Background: an optimization exercise with open tools, aiming at small area. Do not read the settings as production practice.
In this exercise RTL edits were held to simulation tests only and were not proved equivalent to the original.
Power is estimated from default activity; no workload was simulated.

== build 2 ==
// pong_top
module pong_top (
  input  logic                       ball_clk,
  input  logic                       reset,
  input  logic [3:0]                 direction_switch,
  input  logic                       start_game,
  output logic [143:0]               paddles,
  output pong_geom_pkg::point_t      ball,
  output pong_play_pkg::dir_t        ball_dir,
  output pong_play_pkg::game_state_t state
);
clock: 8.0 ns
lec_check: 0
cap_margin: 20
core_margin: 2
core_utilization: 40
cts_buf_list: sky130_fd_sc_hd__clkbuf_2 sky130_fd_sc_hd__clkbuf_4 sky130_fd_sc_hd__clkbuf_8
slew_margin: 20
standard.sh (not shown) runs the stock make flow with config.mk's settings and CLKGATE_MAP_FILE= SYNTH_SCRIPT=/design/flow/synth_recipe.tcl, a recipe that flattens the netlist after the stock synthesis.
==> flow/flow/run.sh <==
#!/bin/bash
# The standard layout (the standard.sh, unchanged synthesis), with
# three placement choices: ports buffered with the smallest buffer, constant
# outputs left on the single tie cells that synthesis made, and gates sized
# down to drive 1 after floorplanning (repair sizes them up where needed).
set -euo pipefail
export BUFFER_PORTS_ARGS="-buffer_cell sky130_fd_sc_hd__buf_1"
export SKIP_REPAIR_TIE_FANOUT=1
export POST_FLOORPLAN_TCL="$PWD/flow/downsize.tcl"
bash standard.sh > standard.log 2>&1
==> flow/flow/downsize.tcl <==
# After floorplan: give every combinational cell the smallest drive strength
# of its own function. Synthesis sized some gates for loads they no longer
# see; the later repair steps size up again wherever timing needs it.
set lib_cells {}
foreach inst [get_cells *] {
  set master [get_property $inst ref_name]
  if { ![regexp {^(sky130_fd_sc_hd__)([a-z0-9]+)_([0-9]+)$} $master -> pfx base drive] } { continue }
  if { [string match "df*" $base] || [string match "sdf*" $base] || $base eq "conb"
       || [string match "tap*" $base] || [string match "clkbuf" $base] || [string match "clkinv*" $base] } { continue }
  set best ""
  set best_area 1e9
  foreach cand [get_lib_cells "*/${pfx}${base}_*"] {
    set cname [get_property $cand name]
    if { ![regexp "^${pfx}${base}_\[0-9\]+\$" $cname] } { continue }
    set a [get_property $cand area]
    if { $a < $best_area } { set best_area $a; set best $cname }
  }
  if { $best ne "" && $best ne $master } {
    puts "downsize [get_property $inst full_name] $master -> $best"
    replace_cell $inst $best
  }
}
For build 8, these inputs were changed with respect to build 2:
==> flow/flow/run.sh <==
#!/bin/bash
# The standard layout (the standard.sh, unchanged synthesis), with these
# layout choices: ports buffered with the smallest buffer; constant outputs
# left on the single tie cells that synthesis made; gates sized down to drive
# 1 after floorplanning (later repair sizes them up where timing needs it);
# no dummy clock loads in the clock tree; no timing-driven buffering in global
# placement (repair_design still fixes slew and capacitance afterwards).
set -euo pipefail
export BUFFER_PORTS_ARGS="-buffer_cell sky130_fd_sc_hd__buf_1"
export SKIP_REPAIR_TIE_FANOUT=1
export POST_FLOORPLAN_TCL="$PWD/flow/downsize.tcl"
export CTS_ARGS="-sink_clustering_enable -repair_clock_nets -dont_use_dummy_load -buf_list {sky130_fd_sc_hd__clkbuf_2 sky130_fd_sc_hd__clkbuf_4 sky130_fd_sc_hd__clkbuf_8}"
bash standard.sh > standard.log 2>&1
diff --git a/flow/config.mk b/flow/config.mk
--- a/flow/config.mk
+++ b/flow/config.mk
@@ -11,2 +11,3 @@
 export CTS_BUF_LIST = sky130_fd_sc_hd__clkbuf_2 sky130_fd_sc_hd__clkbuf_4 sky130_fd_sc_hd__clkbuf_8
+export GPL_TIMING_DRIVEN = 0
 export SLEW_MARGIN = 20
### Flow results
The design area in build 8 is 1.11 times that in build 2.
Taking build 8 over build 2, the final instance count without filler cells ratio works out to 1.17.
Summary of build 8 over build 2: cell-internal power grew by about 3.5%; total power draw increased about 2.5%.
The portion of the clock cycle consumed by the worst path in the final layout reported for build 8 is smaller than that of build 2 by 0.32 points.
From build 2 to build 8, fraction of the mapped netlist area in adder cells did not move at all.
Relative to build 2, leakage power total has increased by 8.7% in build 8.
Against build 2, build 8 reports a maximum frequency that is higher.
Build 8 has power share of the clock group below what build 2 had.
Routed length per placed instance in build 8 is 2.2 um lower than in build 2
In build 8, the clock skew came out 19 ps above the value in build 2.
For build 98, these inputs were changed with respect to build 8:
diff --git a/flow/flow/run.sh b/flow/flow/run.sh
--- a/flow/flow/run.sh
+++ b/flow/flow/run.sh
@@ -5,4 +5,3 @@
 # 1 after floorplanning (later repair sizes them up where timing needs it);
-# no dummy clock loads in the clock tree; no timing-driven buffering in global
-# placement (repair_design still fixes slew and capacitance afterwards).
+# and no dummy clock loads in the clock tree.
 set -euo pipefail
diff --git a/flow/config.mk b/flow/config.mk
--- a/flow/config.mk
+++ b/flow/config.mk
@@ -11,3 +11,2 @@
 export CTS_BUF_LIST = sky130_fd_sc_hd__clkbuf_2 sky130_fd_sc_hd__clkbuf_4 sky130_fd_sc_hd__clkbuf_8
-export GPL_TIMING_DRIVEN = 0
 export SLEW_MARGIN = 20
- Areal power density over the cells ended up 7.5% higher on build 98 than on build 8.
- Compared with build 8, in build 98 final critical-path required period about even, power consumed by sequential cells rose by about 30%.
Here is what was changed in the inputs of build 83 compared with build 98.
==> flow/flow/run.sh <==
#!/bin/bash
# The standard layout (the standard.sh, unchanged synthesis), with these
# layout choices: ports buffered with the smallest buffer; constant outputs
# left on the single tie cells that synthesis made; after floorplanning, the
# combinational logic re-mapped for area by OpenROAD's restructure and every
# gate sized down to drive 1 (later repair sizes up where timing needs it);
# and no dummy clock loads in the clock tree.
set -euo pipefail
# restructure's ABC run reads a liberty file; give it one without the
# platform's don't-use cells
python3 flow/filter_lib.py "$FLOW_HOME/platforms/$FLOW_PLATFORM/lib/sky130_fd_sc_hd__tt_025C_1v80.lib" \
  "$PWD/restructure.lib" > filter_lib.log 2>&1
export RESTRUCTURE_LIB="$PWD/restructure.lib"
export BUFFER_PORTS_ARGS="-buffer_cell sky130_fd_sc_hd__buf_1"
export SKIP_REPAIR_TIE_FANOUT=1
export POST_FLOORPLAN_TCL="$PWD/flow/resynth.tcl"
export CTS_ARGS="-sink_clustering_enable -repair_clock_nets -dont_use_dummy_load -buf_list {sky130_fd_sc_hd__clkbuf_2 sky130_fd_sc_hd__clkbuf_4 sky130_fd_sc_hd__clkbuf_8}"
bash standard.sh > standard.log 2>&1
==> flow/flow/filter_lib.py (new file) <==
"""Copy a liberty file without the cells the platform marks don't-use
(sky130hd: the lpflow_* and probe* cells), for restructure's ABC run.
usage: python3 filter_lib.py IN.lib OUT.lib"""
import re
import sys

src = open(sys.argv[1]).read()
out = []
pos = 0
for m in re.finditer(r'\n\s*cell\s*\(\s*"?([\w]+)"?\s*\)\s*\{', src):
    if m.start() < pos:
        continue
    name = m.group(1)
    # find the end of this cell's block by brace matching
    depth = 0
    i = m.end() - 1
    while True:
        ch = src[i]
        if ch == '{':
            depth += 1
        elif ch == '}':
            depth -= 1
            if depth == 0:
                break
        i += 1
    if re.search(r'lpflow|probe', name):
        out.append(src[pos:m.start()])
        pos = i + 1
out.append(src[pos:])
open(sys.argv[2], 'w').write(''.join(out))
==> flow/flow/resynth.tcl (new file) <==
# After floorplan: drop synthesis's buffers, let OpenROAD's restructure
# re-map the combinational logic for area (registers are left as they are),
# then give every gate the smallest drive strength of its function. The
# later repair steps size up or buffer wherever timing or slew need it.
set_dont_use $::env(DONT_USE_CELLS)
remove_buffers
set work_dir [file join $::env(OBJECTS_DIR) restructure]
file mkdir $work_dir
restructure -target area \
  -liberty_file $::env(RESTRUCTURE_LIB) \
  -tielo_port [join $::env(TIELO_CELL_AND_PORT) /] \
  -tiehi_port [join $::env(TIEHI_CELL_AND_PORT) /] \
  -work_dir $work_dir \
  -abc_logfile [file join $work_dir abc.log]
source [file join [file dirname [info script]] downsize.tcl]
In build 83, the share of power burned in combinational logic came out 1.4 points below the value in build 98.
Build 83 vs. build 98: met1 demand-to-capacity share in global routing increased by 2.1 points relative to the old numbers; clock edge transition at the registers on the reported setup and hold paths dropped 20 ps; first-pass GRT wire length now larger; flip-flop and latch count flat.
Compared with build 98, build 83 shows final RePlAce weighted congestion that has gone up by a few percent.
| reported combinational group power | build 83 vs build 98 | about 20% lower |

* * *

pong_top, a different RTL version from the one above (not shown whole).
Size in the first run: roughly 680 cells after synthesis, ~53 flip-flops, ~180 I/O pins.
clock: 8.0 ns
lec_check: 0
cap_margin: 20
core_margin: 2
core_utilization: 40
cts_buf_list: sky130_fd_sc_hd__clkbuf_2 sky130_fd_sc_hd__clkbuf_4 sky130_fd_sc_hd__clkbuf_8
slew_margin: 20
==> flow/flow/run.sh <==
#!/bin/bash
# The standard layout (the standard.sh, unchanged synthesis), with these
# layout choices: ports buffered with the smallest buffer; constant outputs
# left on the single tie cells that synthesis made; after floorplanning, the
# combinational logic re-mapped for area by OpenROAD's restructure and every
# gate sized down to drive 1 (later repair sizes up where timing needs it);
# and no dummy clock loads in the clock tree.
set -euo pipefail
# restructure's ABC run reads a liberty file; give it one without the
# platform's don't-use cells
python3 flow/filter_lib.py "$FLOW_HOME/platforms/$FLOW_PLATFORM/lib/sky130_fd_sc_hd__tt_025C_1v80.lib" \
  "$PWD/restructure.lib" > filter_lib.log 2>&1
export RESTRUCTURE_LIB="$PWD/restructure.lib"
export BUFFER_PORTS_ARGS="-buffer_cell sky130_fd_sc_hd__buf_1"
export SKIP_REPAIR_TIE_FANOUT=1
export POST_FLOORPLAN_TCL="$PWD/flow/resynth.tcl"
export CTS_ARGS="-sink_clustering_enable -repair_clock_nets -dont_use_dummy_load -buf_list {sky130_fd_sc_hd__clkbuf_2 sky130_fd_sc_hd__clkbuf_4 sky130_fd_sc_hd__clkbuf_8}"
bash standard.sh > standard.log 2>&1
Scripts as last shown in full above: flow/flow/downsize.tcl
Other scripts of this flow, unchanged in this note and not shown: flow/flow/filter_lib.py, flow/flow/resynth.tcl
Edit:
CAP_MARGIN = 0   (was 20)
SLEW_MARGIN = 0   (was 20)
Result: The new run went through all stages and came out clean; critical path depth does not change; sequential power stays flat; clock skew does not change; worst hold slack stays the same; global-route usage stays the same; clock power hardly moves.

## re-timing with driven ports
How much do the figures lean on ideal ports? The routed layouts below were timed once more, with nothing changed but the port constraints.
Step 1: set_driving_cell puts a clkbuf_16 on ball_clk and a buf_2 on each other input, an assumption about the parent block.
Step 2, shift: input delay + t, output delay - t, t = (earliest + latest rising clock arrival at the registers) / 2. This alone moves slack from input paths to output paths.
Three values: ideal ports, drivers, drivers and shift; two values: the first two.
| run | shift t [ns] | setup slack, ns | pins driven straight from the clock port |
|---|---|---|---|
| build 2 | 0.355 | 0.479 / 0.479 / 0.479 | 1 |
| build 8 | 0.352 | 0.504 / 0.504 / 0.504 | 1 |
| build 98 | 0.349 | 0.506 / 0.506 / 0.506 | 1 |
| build 83 | 0.335 | 0.953 / 0.953 / 0.953 | 1 |
| the first run of note 2 | 0.356 | 1.067 / 1.067 / 1.067 | 1 |
| the second run of note 2 | 0.356 | 1.067 / 1.067 / 1.067 | 1 |
After both steps setup and hold are still met in every run listed.
